This design comes from an exercise in tuning for small area, a short achievable clock period and few clock cycles per item on the open sky130 flow, not from production work. Where RTL was checked, it was by simulation tests only, not by an equivalence proof against the original. No activity file was given, so power comes from the tool's default toggle rates.

## harbor
Design serial_frame_to_omni_motor_drive, start of the top module:
module serial_frame_to_omni_motor_drive
(
  input  logic                   clk,
  input  logic                   rst_n,
  input  logic                   in_valid,
  output logic                   in_ready,
  input  logic [7:0]             in_data,
  output logic                   out_valid,
  input  logic                   out_ready,
  output logic [1:0]             out_motor_index,
  output logic                   out_forward_pin,
  output logic                   out_reverse_pin,
  output logic [15:0]            out_duty,
  output logic                   out_status_led,
  output logic                   out_last,
  input  logic                   cfg_we,
  input  logic [1:0]             cfg_index,
  input  logic [15:0]            cfg_data
);
For scale: roughly 1700 cells after synthesis, ~260 flip-flops, roughly 0.018 mm² of cells after synthesis.
make LEC_CHECK=0 CAP_MARGIN=20 CORE_MARGIN=2 CORE_UTILIZATION=40 SETUP_SLACK_MARGIN=3.5 SLEW_MARGIN=20 finish   # period 7.0 ns
run.sh (not shown) runs the stock make flow with config.mk's settings and CLKGATE_MAP_FILE= SYNTH_SCRIPT=/design/flow/synth_recipe.tcl, a recipe that flattens the netlist after the stock synthesis.
No stage failed in harbor, and the final checks on the layout all came back clean.
Testbench counts of harbor, summed over its fixed seeds: cycles 3,184, frames 384.
The following lists how quartz was set up differently from harbor:
Settings: an added CTS_BUF_LIST of sky130_fd_sc_hd__clkbuf_4 sky130_fd_sc_hd__clkbuf_8; a change of CORE_UTILIZATION from 40 to 60; a change of SETUP_SLACK_MARGIN from 3.5 to 4.2.
[summary]
The clock group power of quartz falls short of that of harbor by about 12%.
Comparing met2 track demand over resource for quartz and harbor, the smaller number came from harbor.
quartz vs harbor, launching element of the worst setup path: slot_r[2][5]$_SDFFCE_PN0P_ vs slot_r[4][2]$_SDFFCE_PN0P_
Going from harbor to quartz, depth of the CTS H-tree went up 1; time the final worst path needs with I/O delays and setup went down 0.064 ns.
| leakage power summed over all cells | lower: harbor |
Taking harbor as the reference point, the number of violations reported at the end of detailed-routing iteration 0 of quartz falls by 64.
Side by side, share of cells above drive strength 1 turned out higher in quartz than in harbor.
diff inputs: quartz => zinc
Settings: swapping 4.2 for 3.5 in SETUP_SLACK_MARGIN; swapping 60 for 40 in CORE_UTILIZATION.
==> run summary <==
zinc vs. quartz: number of antenna violations at the first check in global routing increased 1, met2 layer wire length in the routed design has decreased, overall track demand over capacity in global routing fell 9.3 points.
Having completed the whole flow, zinc delivered a layout that passed the timing, design-rule and antenna checks.
[compare] base=quartz new=zinc: clock buffer count rose about 17%; starting utilization of the core area fell 21 points; area share of buffers outside the clock network fell 4.1 points.
Edits applied to the flow inputs when going from zinc to nickel:
Settings: CORE_UTILIZATION now 60, was 40.
--- outcome ---
- Summary — die boundary width, nickel relative to zinc: lower, by 18%.
- nickel -> zinc: routed via count flat
- Comparing nickel and zinc, pre-CTS setup slack is lower on nickel.
- On final setup violation count, nickel tracks zinc almost exactly.
- On clock-cell share of area, nickel tracks zinc almost exactly.
- Total power consumption of the routed design was lower in nickel than in zinc.
- Looking at maximum frequency, nickel sits below zinc.
- Comparing nickel and zinc, the lower detailed route wirelength on metal3 was measured on nickel.
- Total length of routed wires in nickel vs zinc: down 3.8%
- Delta (nickel minus zinc): non-clock buffer count went down, post-placement cell area now smaller.

* * *

== job 102 ==
serial_frame_to_omni_motor_drive, a different RTL version from the one above (not shown whole).
Size in the first run: about 1800 cells after synthesis, about 290 flip-flops, roughly 18000 um2 of cells after synthesis.
export LEC_CHECK = 0
export CAP_MARGIN = 20
export CORE_MARGIN = 2
export CORE_UTILIZATION = 40
export CTS_BUF_LIST = sky130_fd_sc_hd__clkbuf_4 sky130_fd_sc_hd__clkbuf_8
export SETUP_SLACK_MARGIN = 4.2
export SLEW_MARGIN = 20
create_clock -name core_clock -period 7.0 [get_ports {clk}]
standard.sh (not shown) runs the stock make flow with config.mk's settings and CLKGATE_MAP_FILE= SYNTH_SCRIPT=/design/flow/synth_recipe.tcl, a recipe that flattens the netlist after the stock synthesis.
==> flow/flow/run.sh <==
#!/bin/bash
set -euo pipefail
bash standard.sh synth > synth.log 2>&1
bash standard.sh \
  "BUFFER_PORTS_ARGS=-buffer_cell sky130_fd_sc_hd__buf_2" \
  "CTS_ARGS=-sink_clustering_enable -repair_clock_nets -dont_use_dummy_load -buf_list {sky130_fd_sc_hd__clkbuf_4 sky130_fd_sc_hd__clkbuf_8}" \
  finish > layout.log 2>&1
Having completed the whole flow, job 102 delivered a layout that passed the timing, design-rule and antenna checks.
Input-level comparison between job 101 and job 102:
# job 102
export LEC_CHECK = 0
export CAP_MARGIN = 20
export CORE_MARGIN = 2
export CORE_UTILIZATION = 40
export CTS_BUF_LIST = sky130_fd_sc_hd__clkbuf_4 sky130_fd_sc_hd__clkbuf_8
export SETUP_SLACK_MARGIN = 4.2
export SLEW_MARGIN = 20
create_clock -name core_clock -period 7.0 [get_ports {clk}]
# job 101
export LEC_CHECK = 0
export CAP_MARGIN = 20
export CORE_MARGIN = 2
export CORE_UTILIZATION = 40
export CTS_BUF_LIST = sky130_fd_sc_hd__clkbuf_4 sky130_fd_sc_hd__clkbuf_8
export SETUP_SLACK_MARGIN = 4.0
export SLEW_MARGIN = 20
create_clock -name core_clock -period 7.0 [get_ports {clk}]
Job 101: flow completed, timing, DRC and antenna clean. Changes observed in job 101 relative to job 102: initial DRC count higher; fill cell instance count of the final layout roughly the same; area occupied by multi-input gates lower; power lower. Summary of the comparison: wire length of the first global-routing pass is lower in job 101, relative to job 102. Run comparison: job 102 launching element of the worst setup path turn_r[0]; job 101 launching element of the worst setup path op_r[0]. Relative to job 102, final period utilization increased by 0.46 points in job 101. Status: clock group share of total power parity (job 102, job 101). Comparing via count for job 102 and job 101, the smaller number came from job 101.
No run of this note included a check of the RTL's function; only the layout flow was run.

* * *

v6:
serial_frame_to_omni_motor_drive, a different RTL version from the one above (not shown whole).
Size: roughly 290 flip-flops, about 55 I/O pins, about 18000 um^2 of cells after synthesis.
// serial_frame_to_omni_motor_drive
module serial_frame_to_omni_motor_drive
(
  input  logic                   clk,
  input  logic                   rst_n,
  input  logic                   in_valid,
  output logic                   in_ready,
  input  logic [7:0]             in_data,
  output logic                   out_valid,
  input  logic                   out_ready,
  output logic [1:0]             out_motor_index,
  output logic                   out_forward_pin,
  output logic                   out_reverse_pin,
  output logic [15:0]            out_duty,
  output logic                   out_status_led,
  output logic                   out_last,
  input  logic                   cfg_we,
  input  logic [1:0]             cfg_index,
  input  logic [15:0]            cfg_data
);
Settings: LEC_CHECK=0, CAP_MARGIN=20, CORE_MARGIN=2, CORE_UTILIZATION=40, SETUP_SLACK_MARGIN=4.4, SLEW_MARGIN=20; clock period 7.0 ns.
==> flow/flow/run.sh <==
#!/bin/bash
set -euo pipefail
bash standard.sh synth > synth.log 2>&1
bash standard.sh \
  "BUFFER_PORTS_ARGS=-buffer_cell sky130_fd_sc_hd__buf_2" \
  "CTS_ARGS=-sink_clustering_enable -repair_clock_nets -dont_use_dummy_load -buf_list {sky130_fd_sc_hd__clkbuf_4 sky130_fd_sc_hd__clkbuf_8} -sink_clustering_size 14 -sink_clustering_max_diameter 50" \
  finish > layout.log 2>&1
v6 completed; timing, DRC and antenna clean
Testbench counts of v6, summed over its fixed seeds: cycles 3,184, frames 384.
Input-level comparison between v7 and v6:
- swapping 4.4 for 4.1 in SETUP_SLACK_MARGIN
The count of clock-net buffers in the final layout in v7 is 1.06 times that in v6. Looking at worst setup slack across both flows, v7 is the stronger of the two, with v6 trailing. On met2 capacity usage during global routing: between v7 and v6, it ends up higher for v6. Going from v6 to v7, the clock power share was found to have gone up by 0.8 points. The total power of v7 exceeds that of v6 by about 0.8%.

* * *

Another version of the RTL of serial_frame_to_omni_motor_drive (not shown whole).
Size: roughly 2100 cells after synthesis, ~290 flip-flops, ~55 I/O pins.
==> flow/config.mk <==
export PLATFORM = sky130hd
export DESIGN_NAME = serial_frame_to_omni_motor_drive
export DESIGN_NICKNAME = serial_frame_to_omni_motor_drive
export VERILOG_FILES = /design/flow/design.v
export SDC_FILE = /design/flow/constraint.sdc
export NUM_CORES = 4
export LEC_CHECK = 0
export ABC_AREA = 1
export CAP_MARGIN = 20
export CORE_MARGIN = 2
export CORE_UTILIZATION = 40
export SETUP_SLACK_MARGIN = 4.0
export SLEW_MARGIN = 20
==> flow/constraint.sdc <==
create_clock -name core_clock -period 7.0 [get_ports {clk}]
set_input_delay 1.4000 -clock core_clock [delete_from_list [all_inputs] [get_ports {clk}]]
set_output_delay 1.4000 -clock core_clock [all_outputs]
set_load 0.01 [all_outputs]
==> flow/flow/run.sh <==
#!/bin/bash
set -euo pipefail
bash standard.sh synth > synth.log 2>&1
bash standard.sh \
  "BUFFER_PORTS_ARGS=-buffer_cell sky130_fd_sc_hd__buf_2" \
  "CTS_ARGS=-sink_clustering_enable -repair_clock_nets -dont_use_dummy_load -buf_list {sky130_fd_sc_hd__clkbuf_4}" \
  finish > layout.log 2>&1
The starting point finished clean.
Testbench counts at the start, summed over its fixed seeds: cycles 3,184, frames 384.
==> next run, changes <==
ABC_AREA = unset   (was 1)
TNS_END_PERCENT = 30   (was unset)
The new run passed the timing, design-rule and antenna checks. Worst setup slack loses 0.052 ns. Hold slack loses 0.021 ns. Power falls by 2.0%. Fmax falls by 1.8%. Core utilization rises by 0.26 points. Clock power hardly moves. Sequential cell count stays the same. Global-route usage falls by 1.9 points. Clock skew rises by 0.010 ns.
==> next run, changes <==
CORE_UTILIZATION = 55   (was 40)
PLACE_DENSITY = 0.6   (was unset)
TNS_END_PERCENT = unset   (was 30)
Outcome:
- The new run passed the timing, design-rule and antenna checks
- worst hold slack improved by 0.0075 ns
- maximum frequency goes up by a few percent
- non-clock buffer count goes down by 5
- clock skew goes down by 0.020 ns
- routed wire length goes down slightly
- critical path depth goes up by 6
- core utilization goes up by 16 points
- cell area goes down slightly
- total power goes down slightly
- global-route usage goes up by 6.3 points
- setup slack improved by 0.071 ns
==> next run, changes <==
CORE_UTILIZATION = 40   (was 55)
PLACE_DENSITY = unset   (was 0.6)
TNS_END_PERCENT = 10   (was unset)
After rerunning: Final cell count climbs by 6.3%; routed wire length climbs by 0.92%; area after synthesis does not change; clock power stays flat; sequential power stays flat; worst setup slack degrades by 0.041 ns; global-route usage came out lower by 6.3 points; design area came out higher by 0.64%; via count hardly moves.

* * *

serial_frame_to_omni_motor_drive, a different RTL version from the one above (not shown whole).
Size in the first run: roughly 1,700 cells after synthesis, about 290 flip-flops, roughly 55 I/O pins, ~18,000 sq um of cells after synthesis.
==> flow/design.v (excerpt) <==
module serial_frame_to_omni_motor_drive
(
  input  logic                   clk,
  input  logic                   rst_n,
  input  logic                   in_valid,
  output logic                   in_ready,
  input  logic [7:0]             in_data,
  output logic                   out_valid,
  input  logic                   out_ready,
  output logic [1:0]             out_motor_index,
  output logic                   out_forward_pin,
  output logic                   out_reverse_pin,
  output logic [15:0]            out_duty,
  output logic                   out_status_led,
  output logic                   out_last,
  input  logic                   cfg_we,
  input  logic [1:0]             cfg_index,
  input  logic [15:0]            cfg_data
);
Settings: LEC_CHECK=0, CAP_MARGIN=20, CORE_MARGIN=2, CORE_UTILIZATION=40, CTS_BUF_LIST=sky130_fd_sc_hd__clkbuf_4 sky130_fd_sc_hd__clkbuf_8, SETUP_SLACK_MARGIN=3.0, SLEW_MARGIN=20; clock period 7.0 ns.
run.sh (not shown) runs the stock make flow with config.mk's settings and CLKGATE_MAP_FILE= SYNTH_SCRIPT=/design/flow/synth_recipe.tcl, a recipe that flattens the netlist after the stock synthesis.
Stock flow here: none of the scripts above is used.
==> next run, changes <==
SETUP_SLACK_MARGIN = 3.5   (was 3.0)
=> The changed run ran to the end with no violations. Synthesized area is unchanged. Wire length hardly moves. Design area came out higher by 0.31%. Hold slack stays flat. First-iteration DRC count came out higher by about 1.6%. Clock skew came out higher by 0.0092 ns. Register-to-register slack gets better by 0.28 ns. Non-clock buffer count stays the same. Total power came out higher by about 1.5%. Die area stays the same.
No run of this note included a check of the RTL's function; only the layout flow was run.

* * *

rev 12:
serial_frame_to_omni_motor_drive, a different RTL version from the one above (not shown whole).
Size: about 1600 cells after synthesis, ~55 I/O pins, about 16000 sq um of cells after synthesis.
clock: 7.0 ns
lec_check: 0
cap_margin: 20
core_margin: 2
core_utilization: 40
slew_margin: 20
Rev 12 finished end to end and its layout was clean on timing, DRC and antenna.
Inputs modified between rev 12 and rev 13:
# rev 12
export LEC_CHECK = 0
export CAP_MARGIN = 20
export CORE_MARGIN = 2
export CORE_UTILIZATION = 40
export SLEW_MARGIN = 20
create_clock -name core_clock -period 7.0 [get_ports {clk}]
# rev 13
export LEC_CHECK = 0
export CAP_MARGIN = 20
export CORE_MARGIN = 2
export CORE_UTILIZATION = 40
export SETUP_SLACK_MARGIN = 2.5
export SLEW_MARGIN = 20
create_clock -name core_clock -period 7.0 [get_ports {clk}]
==> run summary <==
Side by side, iteration-0 DRC count of the detailed router turned out higher in rev 13 than in rev 12.
Rev 13: all stages complete, timing, DRC and antenna checks passed
Measured against each other, rev 12 and rev 13 differ in total wire length, the lower figure coming from rev 12.
Diff rev 13..rev 12 | combined flip-flop and latch cell area | negligible
From rev 12 to rev 13 the numbers moved as follows: worst setup slack moved up; total power has increased; non-clock buffer count has increased.
No functional check of the RTL was part of any run of this note.

* * *

RTL: one of the versions met above, not the one the previous note started from.
Size in the first run: roughly 2100 cells after synthesis, ~290 flip-flops, roughly 55 I/O pins, ~19000 um2 of cells after synthesis.
export LEC_CHECK = 0
export ABC_AREA = 1
export CAP_MARGIN = 20
export CORE_MARGIN = 2
export CORE_UTILIZATION = 40
export SETUP_SLACK_MARGIN = 3.5
export SLEW_MARGIN = 20
create_clock -name core_clock -period 7.0 [get_ports {clk}]
standard.sh (not shown) runs the stock make flow with config.mk's settings and CLKGATE_MAP_FILE= SYNTH_SCRIPT=/design/flow/synth_recipe.tcl, a recipe that flattens the netlist after the stock synthesis.
Scripts as last shown in full above: flow/flow/run.sh
Testbench counts at the start, summed over its fixed seeds: cycles 3,184, frames 384.
Next try:
==> flow/flow/run.sh (replaced) <==
#!/bin/bash
set -euo pipefail
bash standard.sh synth > synth.log 2>&1
bash standard.sh "BUFFER_PORTS_ARGS=-buffer_cell sky130_fd_sc_hd__buf_2" finish > layout.log 2>&1
- ABC_AREA: 1 -> unset
- CTS_BUF_LIST: unset -> sky130_fd_sc_hd__clkbuf_4 sky130_fd_sc_hd__clkbuf_8
- SETUP_SLACK_MARGIN: 3.5 -> 4.2
- cell area is higher by a few percent
- count of clock-buffer cells in the layout went down by 11
- sequential share of layout area shrinks by 1.6 points
- maximum frequency rose by roughly a tenth
- worst setup slack gets better by 0.29 ns
- via count came out lower by roughly a tenth
- total power goes up by about a fifth
- clock power came out higher by well over a third
- hold slack improves by 0.0054 ns
Next try:
==> flow/flow/run.sh (replaced) <==
#!/bin/bash
set -euo pipefail
bash standard.sh synth > synth.log 2>&1
bash standard.sh \
  "BUFFER_PORTS_ARGS=-buffer_cell sky130_fd_sc_hd__buf_2" \
  "CTS_ARGS=-sink_clustering_enable -repair_clock_nets -dont_use_dummy_load -buf_list {sky130_fd_sc_hd__clkbuf_4 sky130_fd_sc_hd__clkbuf_8} -sink_clustering_size 14 -sink_clustering_max_diameter 50" \
  finish > layout.log 2>&1
- CTS_BUF_LIST: sky130_fd_sc_hd__clkbuf_4 sky130_fd_sc_hd__clkbuf_8 -> unset
- SETUP_SLACK_MARGIN: 4.2 -> 4.0
=>
- die area is unchanged
- sequential share of layout area rises by 2.1 points
- power falls by about a fifth
- wire length fell by a few percent
- clock skew increases by 0.045 ns
Next try:
==> flow/flow/run.sh (replaced) <==
#!/bin/bash
set -euo pipefail
bash standard.sh synth > synth.log 2>&1
bash standard.sh \
  "BUFFER_PORTS_ARGS=-buffer_cell sky130_fd_sc_hd__buf_2" \
  "CTS_ARGS=-sink_clustering_enable -repair_clock_nets -dont_use_dummy_load -buf_list {sky130_fd_sc_hd__clkbuf_4 sky130_fd_sc_hd__clkbuf_8}" \
  finish > layout.log 2>&1
- CTS_BUF_LIST: unset -> sky130_fd_sc_hd__clkbuf_4 sky130_fd_sc_hd__clkbuf_8
The new run completed without violations.
Combinational power stays flat.
Setup slack stays flat.
Power increases by 5.5%.
Next try:
==> flow/flow/run.sh (replaced) <==
#!/bin/bash
set -euo pipefail
bash standard.sh synth > synth.log 2>&1
bash standard.sh \
  "BUFFER_PORTS_ARGS=-buffer_cell sky130_fd_sc_hd__buf_2" \
  "CTS_ARGS=-sink_clustering_enable -repair_clock_nets -dont_use_dummy_load -buf_list {sky130_fd_sc_hd__clkbuf_4 sky130_fd_sc_hd__clkbuf_8} -sink_clustering_size 14 -sink_clustering_max_diameter 50" \
  finish > layout.log 2>&1
- CTS_BUF_LIST: sky130_fd_sc_hd__clkbuf_4 sky130_fd_sc_hd__clkbuf_8 -> unset
After rerunning: Sequential power hardly moves; global-route usage came out lower by 0.13 points; synthesized area stays the same; maximum frequency barely changes; critical path depth stays the same.
Next try:
==> flow/flow/run.sh (replaced) <==
#!/bin/bash
set -euo pipefail
bash standard.sh synth > synth.log 2>&1
bash standard.sh \
  "BUFFER_PORTS_ARGS=-buffer_cell sky130_fd_sc_hd__buf_2" \
  "CTS_ARGS=-sink_clustering_enable -repair_clock_nets -dont_use_dummy_load -buf_list {sky130_fd_sc_hd__clkbuf_4}" \
  finish > layout.log 2>&1
- PLACE_DENSITY: unset -> 0.75
The changed run finished with timing, DRC and antenna clean.
Via count increases by 3.3%.
Count of clock-buffer cells in the layout increases by 40.
Setup slack is worse by 0.086 ns.

## port drivers added, routing unchanged
The results above use ideal ports. As a check the final layouts listed here were re-extracted and re-timed, cells and wires unchanged.
Step 1 (the two cells are an assumption about what drives the block):
set clk [get_ports {clk}]
set_driving_cell -lib_cell sky130_fd_sc_hd__clkbuf_16 $clk
set_driving_cell -lib_cell sky130_fd_sc_hd__buf_2 [delete_from_list [all_inputs] $clk]
Step 2 times the ports against the registers' clock, not the clock port: input delays grow and output delays shrink by t, the midpoint of the rising clock arrivals with the driver on.
Three values: ideal, step 1, step 2; two values: the first two.
| run | t (ns) | setup WS [ns] | worst hold slack (ns) |
|---|---|---|---|
| harbor | 0.615 | 3.516 / 3.516 / 3.041 | 0.420 / 0.420 / 0.420 |
| quartz | 0.617 | 3.580 / 3.580 / 3.580 | 0.419 / 0.419 / 0.419 |
| zinc | 0.660 | 3.573 / 3.573 / 3.044 | 0.419 / 0.419 / 0.419 |
| nickel | 0.613 | 3.551 / 3.551 / 3.047 | 0.420 / 0.420 / 0.420 |
| job 102 | 0.651 | 4.045 / 4.045 / 3.788 | 0.422 / 0.422 / 0.422 |
| job 101 | 0.643 | 4.012 / 4.012 / 3.529 | 0.424 / 0.424 / 0.424 |
| v6 | 0.605 | 4.145 / 4.145 / 4.110 | 0.426 / 0.426 / 0.426 |
| v7 | 0.621 | 4.171 / 4.171 / 3.809 | 0.426 / 0.426 / 0.426 |
| the first run of note 4 | 0.788 | 4.083 / 4.083 / 3.476 | 0.442 / 0.442 / 0.442 |
| the second run of note 4 | 0.801 | 4.030 / 4.030 / 3.769 | 0.421 / 0.421 / 0.421 |
| the third run of note 4 | 0.752 | 4.101 / 4.101 / 3.611 | 0.429 / 0.429 / 0.429 |
| the fourth run of note 4 | 0.776 | 4.060 / 4.060 / 3.801 | 0.403 / 0.403 / 0.403 |
| the first run of note 5 | 0.668 | 3.353 / 3.353 / 3.038 | 0.418 / 0.418 / 0.418 |
| the second run of note 5 | 0.686 | 3.631 / 3.631 / 3.132 | 0.418 / 0.418 / 0.418 |
| rev 12 | 0.598 | 1.612 / 1.612 / 1.612 | 0.411 / 0.411 / 0.411 |
| rev 13 | 0.604 | 2.542 / 2.542 / 2.542 | 0.423 / 0.423 / 0.423 |
| the first run of note 7 | 0.796 | 3.826 / 3.826 / 3.489 | 0.438 / 0.438 / 0.438 |
| the second run of note 7 | 0.678 | 4.117 / 4.117 / 3.764 | 0.443 / 0.443 / 0.443 |
| the third run of note 7 | 0.614 | 4.124 / 4.124 / 3.750 | 0.419 / 0.419 / 0.419 |
| the fourth run of note 7 | 0.639 | 4.121 / 4.121 / 3.787 | 0.401 / 0.401 / 0.401 |
| the fifth run of note 7 | 0.614 | 4.124 / 4.124 / 3.750 | 0.419 / 0.419 / 0.419 |
| the sixth run of note 7 | 0.780 | 4.038 / 4.038 / 3.697 | 0.410 / 0.410 / 0.410 |
After both steps every run listed still meets setup and hold. For the first run of note 4, which loses most, drivers alone change the setup slack by 0.000 ns; drivers and shift together by -0.607 ns.
